This is an optimization exercise on Yosys and OpenROAD, whose aim is small area, not a production implementation.
In this exercise RTL edits were held to simulation tests only and were not proved equivalent to the original.

== old ==
==> flow/design.v <==
package bus_checker_pkg;
   localparam int ID_W = 8;
   typedef enum logic [1:0] {
      RES_PASS     = 2'd0,
      RES_NO_MATCH = 2'd1,
      RES_MISROUTE = 2'd2,
      RES_BAD_ID   = 2'd3
   } res_code_e;
endpackage
module bus_checker_sb #(
   parameter int DEPTH = 16,
   parameter int KW    = 10
) (
   input  logic [DEPTH-1:0][KW-1:0] key_i,
   input  logic [DEPTH-1:0]         valid_i,
   input  logic [KW-1:0]            srch_key_i,
   input  logic                     srch_ok_i,   
   input  logic                     srch_i,
   input  logic                     dst_ok_i,
   output logic [DEPTH-1:0]         first_o,     
   output logic [DEPTH-1:0]         shift_o,     
   output logic                     found_o,
   output logic                     remove_o
);
   logic [DEPTH-1:0] match, match_pre, hole_pre;
   bus_checker_cmp #(
      .DEPTH (DEPTH),
      .KW    (KW)
   ) u_cmp (
      .key_i      (key_i),
      .valid_i    (valid_i),
      .srch_key_i (srch_key_i),
      .match_o    (match)
   );
   always_comb begin
      match_pre[0] = match[0];
      hole_pre[0]  = !valid_i[0];
      first_o[0]   = match[0];
      for (int i = 1; i < DEPTH; i++) begin
         match_pre[i] = match_pre[i-1] | match[i];
         hole_pre[i]  = hole_pre[i-1] | !valid_i[i];
         first_o[i]   = match[i] & !match_pre[i-1];
      end
   end
   assign found_o  = srch_ok_i && match_pre[DEPTH-1];
   assign remove_o = srch_i && found_o && dst_ok_i;
   assign shift_o  = hole_pre;
endmodule
module bus_checker_rd #(
   parameter int DEPTH = 16,
   parameter int W     = 18
) (
   input  logic [DEPTH-1:0]        sel_i,
   input  logic [DEPTH-1:0][W-1:0] data_i,
   output logic [W-1:0]            data_o
);
   always_comb begin
      data_o = '0;
      for (int i = 0; i < DEPTH; i++)
         data_o = data_o | (data_i[i] & {W{sel_i[i]}});
   end
endmodule
module bus_checker_cmp #(
   parameter int DEPTH = 16,
   parameter int KW    = 10
) (
   input  logic [DEPTH-1:0][KW-1:0] key_i,
   input  logic [DEPTH-1:0]         valid_i,
   input  logic [KW-1:0]            srch_key_i,
   output logic [DEPTH-1:0]         match_o
);
   always_comb
      for (int i = 0; i < DEPTH; i++)
         match_o[i] = valid_i[i] && (key_i[i] == srch_key_i);
endmodule
module bus_checker
#(
   parameter int DRVRS   = 4,
   parameter int PCKG_SZ = 16,
   parameter int DEPTH   = 16,
   parameter int TS_W    = 16,
   localparam int SW = $clog2(DRVRS),
   localparam int IW = $clog2(DEPTH),
   localparam int CW = $clog2(DEPTH + 1)
) (
   input  logic               clk,
   input  logic               rst_n,
   input  logic               drv_valid,
   output logic               drv_ready,
   input  logic [SW-1:0]      drv_src,
   input  logic [PCKG_SZ-1:0] drv_data,
   input  logic               mon_valid,
   input  logic [SW-1:0]      mon_dst,
   input  logic [PCKG_SZ-1:0] mon_data,
   output logic               res_valid,
   output logic [1:0]         res_code,
   output logic [SW-1:0]      res_src,
   output logic [PCKG_SZ-1:0] res_data,
   output logic [TS_W-1:0]    res_latency,
   output logic [CW-1:0]      pending,
   output logic [15:0]        pass_cnt,
   output logic [15:0]        fail_cnt
);
   localparam int ID_W = bus_checker_pkg::ID_W;
   localparam int KW   = PCKG_SZ - ID_W + SW;
   logic [DEPTH-1:0][KW-1:0]   key_q;
   logic [DEPTH-1:0][SW-1:0]   src_q;
   logic [DEPTH-1:0][TS_W-1:0] ts_q;
   logic [DEPTH-1:0]           valid_q;
   logic [CW-1:0]              count_q;
   logic [DEPTH-1:0] first, shift, kept;
   logic [DEPTH-1:0][SW+TS_W-1:0] rd_data;
   logic [SW-1:0]      hit_src;
   logic [TS_W-1:0]    hit_ts;
   logic               found, remove;
   logic [TS_W-1:0]    now_q;
   logic               accept, bad_id, push, dst_ok;
   logic               res_valid_q;
   logic [1:0]         res_code_q, res_code_d;
   logic [SW-1:0]      res_src_q;
   logic [PCKG_SZ-1:0] res_data_q;
   logic [TS_W-1:0]    res_ts_q;
   logic [15:0]        pass_q, fail_q, fail_d;
   logic               mon_fail;
   assign drv_ready = !count_q[CW-1];
   assign accept    = drv_valid && drv_ready;
   assign bad_id    = accept && (drv_data[PCKG_SZ-1 -: ID_W-SW] != '0);
   assign push      = accept && !bad_id;
   assign dst_ok    = mon_data[PCKG_SZ-ID_W +: SW] == mon_dst;
   bus_checker_sb #(
      .DEPTH (DEPTH),
      .KW    (KW)
   ) u_srch (
      .key_i      (key_q),
      .valid_i    (valid_q),
      .srch_key_i (mon_data[KW-1:0]),
      .srch_ok_i  (mon_data[PCKG_SZ-1 -: ID_W-SW] == '0),
      .srch_i     (mon_valid),
      .dst_ok_i   (dst_ok),
      .first_o    (first),
      .shift_o    (shift),
      .found_o    (found),
      .remove_o   (remove)
   );
   always_comb
      for (int i = 0; i < DEPTH; i++)
         rd_data[i] = {src_q[i], ts_q[i]};
   bus_checker_rd #(
      .DEPTH (DEPTH),
      .W     (SW + TS_W)
   ) u_rd (
      .sel_i  (first),
      .data_i (rd_data),
      .data_o ({hit_src, hit_ts})
   );
   assign kept = valid_q & ~(first & {DEPTH{remove}});
   always_ff @(posedge clk or negedge rst_n) begin
      if (!rst_n) begin
         valid_q <= '0;
         count_q <= '0;
      end else begin
         for (int i = 0; i < DEPTH - 1; i++)
            valid_q[i] <= shift[i] ? kept[i+1] : kept[i];
         valid_q[DEPTH-1] <= shift[DEPTH-1] ? push : kept[DEPTH-1];
         count_q <= count_q + CW'(push) - CW'(remove);
      end
   end
   always_ff @(posedge clk) begin
      for (int i = 0; i < DEPTH - 1; i++)
         if (shift[i]) begin
            key_q[i] <= key_q[i+1];
            src_q[i] <= src_q[i+1];
            ts_q[i]  <= ts_q[i+1];
         end
      if (shift[DEPTH-1]) begin
         key_q[DEPTH-1] <= drv_data[KW-1:0];
         src_q[DEPTH-1] <= drv_src;
         ts_q[DEPTH-1]  <= now_q;
      end
   end
   always_comb begin
      if (!mon_valid)  res_code_d = bus_checker_pkg::RES_BAD_ID;
      else if (remove) res_code_d = bus_checker_pkg::RES_PASS;
      else if (found)  res_code_d = bus_checker_pkg::RES_MISROUTE;
      else             res_code_d = bus_checker_pkg::RES_NO_MATCH;
   end
   assign mon_fail = mon_valid && !remove;
   logic [TS_W-1:0] now_d;
   logic [TS_W:0]   now_c;
   logic [15:0]     pass_d, fail_s;
   logic [16:0]     pass_c, fail_c;
   logic            pass_inc;
   assign now_c[0] = 1'b1;
   for (genvar i = 0; i < TS_W; i++) begin : g_now
      assign now_d[i]   = now_q[i] ^ now_c[i];
      assign now_c[i+1] = now_q[i] & now_c[i];
   end
   assign pass_inc  = remove && !(&pass_q);
   assign pass_c[0] = pass_inc;
   for (genvar i = 0; i < 16; i++) begin : g_pass
      assign pass_d[i]   = pass_q[i] ^ pass_c[i];
      assign pass_c[i+1] = pass_q[i] & pass_c[i];
   end
   logic fail_top, fail_a, fail_b;
   assign fail_top = &fail_q[15:1];                          
   assign fail_a   = mon_fail && !(fail_top && fail_q[0]);
   assign fail_b   = bad_id && !(fail_top && (fail_q[0] || mon_fail));
   assign fail_s[0]  = fail_q[0] ^ fail_a ^ fail_b;
   assign fail_c[0]  = 1'b0;
   assign fail_c[1]  = (fail_q[0] & fail_a) | (fail_q[0] & fail_b) | (fail_a & fail_b);
   for (genvar i = 1; i < 16; i++) begin : g_fail
      assign fail_s[i]   = fail_q[i] ^ fail_c[i];
      assign fail_c[i+1] = fail_q[i] & fail_c[i];
   end
   assign fail_d = fail_s;
   always_ff @(posedge clk or negedge rst_n) begin
      if (!rst_n) begin
         now_q       <= '0;
         res_valid_q <= 1'b0;
         pass_q      <= '0;
         fail_q      <= '0;
      end else begin
         now_q       <= now_d;
         res_valid_q <= mon_valid || bad_id;
         pass_q      <= pass_d;
         fail_q      <= fail_d;
      end
   end
   always_ff @(posedge clk) begin
      res_code_q <= res_code_d;
      res_src_q  <= remove ? hit_src : '0;
      res_ts_q   <= hit_ts;
      res_data_q <= mon_valid ? mon_data : drv_data;
   end
   logic [TS_W-1:0] lat_s;
   logic [TS_W:0]   lat_c;
   assign lat_c[0] = 1'b0;
   for (genvar i = 0; i < TS_W; i++) begin : g_lat
      assign lat_s[i]   = now_q[i] ^ !res_ts_q[i] ^ lat_c[i];
      assign lat_c[i+1] = (now_q[i] & !res_ts_q[i]) | (lat_c[i] & (now_q[i] ^ !res_ts_q[i]));
   end
   assign res_latency = res_code_q == bus_checker_pkg::RES_PASS ? lat_s : '0;
   assign pending     = count_q;
   assign res_valid   = res_valid_q;
   assign res_code    = res_code_q;
   assign res_src     = res_src_q;
   assign res_data    = res_data_q;
   assign pass_cnt    = pass_q;
   assign fail_cnt    = fail_q;
endmodule
Settings: LEC_CHECK=0, CAP_MARGIN=20, CORE_MARGIN=2, CORE_UTILIZATION=40, SLEW_MARGIN=20, SYNTH_HIERARCHICAL=1; clock period 10.0 ns.
standard.sh (not shown) runs the stock make flow with config.mk's settings and CLKGATE_MAP_FILE= SYNTH_SCRIPT=/design/flow/synth_recipe.tcl, a recipe that flattens the netlist after the stock synthesis.
==> flow/flow/run.sh <==
#!/bin/bash
# The standard layout (standard.sh, synthesis unchanged) with two changes:
# - every port still gets a buffer, but a plain buf_1 (the resizer upsizes it
#   where needed) instead of the larger default;
# - CTS builds its tree from clkbuf_4 only, with clusters of up to 10 sinks
#   within 40 um, and without dummy loads.
# Each tool's full output stays in orfs/logs; make's own output goes to
# standard_flow.log.
set -euo pipefail
bash standard.sh \
  "BUFFER_PORTS_ARGS=-buffer_cell sky130_fd_sc_hd__buf_1" \
  "CTS_ARGS=-sink_clustering_enable -repair_clock_nets -dont_use_dummy_load -buf_list sky130_fd_sc_hd__clkbuf_4 -sink_clustering_size 10 -sink_clustering_max_diameter 40" \
  finish > standard_flow.log 2>&1
Setup changes, old to new
--- a/flow/design.v
+++ b/flow/design.v
@@ -11,9 +11,9 @@
    parameter int DEPTH = 16,
    parameter int KW    = 10
 ) (
    input  logic [DEPTH-1:0][KW-1:0] key_i,
-   input  logic [DEPTH-1:0]         valid_i,
+   input  logic [DEPTH-1:0]         empty_i,
    input  logic [KW-1:0]            srch_key_i,
    input  logic                     srch_ok_i,   
    input  logic                     srch_i,
    input  logic                     dst_ok_i,
@@ -27,19 +27,19 @@
       .DEPTH (DEPTH),
       .KW    (KW)
    ) u_cmp (
       .key_i      (key_i),
-      .valid_i    (valid_i),
+      .empty_i    (empty_i),
       .srch_key_i (srch_key_i),
       .match_o    (match)
    );
    always_comb begin
       match_pre[0] = match[0];
-      hole_pre[0]  = !valid_i[0];
+      hole_pre[0]  = empty_i[0];
       first_o[0]   = match[0];
       for (int i = 1; i < DEPTH; i++) begin
          match_pre[i] = match_pre[i-1] | match[i];
-         hole_pre[i]  = hole_pre[i-1] | !valid_i[i];
+         hole_pre[i]  = hole_pre[i-1] | empty_i[i];
          first_o[i]   = match[i] & !match_pre[i-1];
       end
    end
    assign found_o  = srch_ok_i && match_pre[DEPTH-1];
@@ -64,15 +64,15 @@
    parameter int DEPTH = 16,
    parameter int KW    = 10
 ) (
    input  logic [DEPTH-1:0][KW-1:0] key_i,
-   input  logic [DEPTH-1:0]         valid_i,
+   input  logic [DEPTH-1:0]         empty_i,
    input  logic [KW-1:0]            srch_key_i,
    output logic [DEPTH-1:0]         match_o
 );
    always_comb
       for (int i = 0; i < DEPTH; i++)
-         match_o[i] = valid_i[i] && (key_i[i] == srch_key_i);
+         match_o[i] = !empty_i[i] && (key_i[i] == srch_key_i);
 endmodule
 module bus_checker
 #(
    parameter int DRVRS   = 4,
@@ -105,11 +105,11 @@
    localparam int KW   = PCKG_SZ - ID_W + SW;
    logic [DEPTH-1:0][KW-1:0]   key_q;
    logic [DEPTH-1:0][SW-1:0]   src_q;
    logic [DEPTH-1:0][TS_W-1:0] ts_q;
-   logic [DEPTH-1:0]           valid_q;
+   logic [DEPTH-1:0]           empty_q;        
    logic [CW-1:0]              count_q;
-   logic [DEPTH-1:0] first, shift, kept;
+   logic [DEPTH-1:0] first, shift, gone;
    logic [DEPTH-1:0][SW+TS_W-1:0] rd_data;
    logic [SW-1:0]      hit_src;
    logic [TS_W-1:0]    hit_ts;
    logic               found, remove;
@@ -131,9 +131,9 @@
       .DEPTH (DEPTH),
       .KW    (KW)
    ) u_srch (
       .key_i      (key_q),
-      .valid_i    (valid_q),
+      .empty_i    (empty_q),
       .srch_key_i (mon_data[KW-1:0]),
       .srch_ok_i  (mon_data[PCKG_SZ-1 -: ID_W-SW] == '0),
       .srch_i     (mon_valid),
       .dst_ok_i   (dst_ok),
@@ -152,18 +152,27 @@
       .sel_i  (first),
       .data_i (rd_data),
       .data_o ({hit_src, hit_ts})
    );
-   assign kept = valid_q & ~(first & {DEPTH{remove}});
+   logic [CW-1:0] count_d;
+   logic [CW:0]   cnt_up, cnt_dn;
+   assign cnt_up[0] = push && !remove;
+   assign cnt_dn[0] = remove && !push;
+   for (genvar i = 0; i < CW; i++) begin : g_cnt
+      assign count_d[i]  = count_q[i] ^ (cnt_up[i] | cnt_dn[i]);
+      assign cnt_up[i+1] = cnt_up[i] & count_q[i];
+      assign cnt_dn[i+1] = cnt_dn[i] & !count_q[i];
+   end
+   assign gone = empty_q | (first & {DEPTH{remove}});
    always_ff @(posedge clk or negedge rst_n) begin
       if (!rst_n) begin
-         valid_q <= '0;
+         empty_q <= '1;
          count_q <= '0;
       end else begin
          for (int i = 0; i < DEPTH - 1; i++)
-            valid_q[i] <= shift[i] ? kept[i+1] : kept[i];
-         valid_q[DEPTH-1] <= shift[DEPTH-1] ? push : kept[DEPTH-1];
-         count_q <= count_q + CW'(push) - CW'(remove);
+            empty_q[i] <= shift[i] ? gone[i+1] : remove && first[i];
+         empty_q[DEPTH-1] <= shift[DEPTH-1] ? !push : remove && first[DEPTH-1];
+         count_q <= count_d;
       end
    end
    always_ff @(posedge clk) begin
       for (int i = 0; i < DEPTH - 1; i++)
==> summary.txt <==
- From old to new the numbers moved as follows: synthesized-area fraction occupied by ao, oa, aoi and oai cells held steady, utilization went up 0.36 points, wire length of the first global-routing pass higher.
- Compared to old, new has layout overhead on the synthesized area 0.31 points higher.
- In the metrics for old and new, the one carrying the higher non-clock inverter total of the final layout is old.
- Non-clock buffering overhead in the final layout: old vs new, no meaningful difference

==> afterwards: timing with drivers on the ports <==
Ports are ideal in the flow. The routed layouts listed here were re-timed in OpenROAD.
Step 1 (the two cells are an assumption about what drives the block):
set clk [get_ports {clk}]
set_driving_cell -lib_cell sky130_fd_sc_hd__clkbuf_16 $clk
set_driving_cell -lib_cell sky130_fd_sc_hd__buf_2 [delete_from_list [all_inputs] $clk]
Step 2 also shifts input and output timing later by t, the mid clock arrival at the registers, as if the neighbouring blocks saw the same clock.
Three values: no drivers, after step 1, after step 2; two values: the first two.
run | t (ns) | setup WS [ns] | hold WS [ns] | latest minus earliest clock arrival (ns) | worst slew at a driven data input, ns
old | 0.830 | 0.410 / 0.357 / 1.187 | 0.401 / 0.401 / 0.401 | 0.094 / 0.094 | 0.05
new | 0.830 | 0.352 / 0.297 / 1.127 | 0.383 / 0.383 / 0.383 | 0.111 / 0.112 | 0.04
After both steps setup and hold are still met in every run listed.
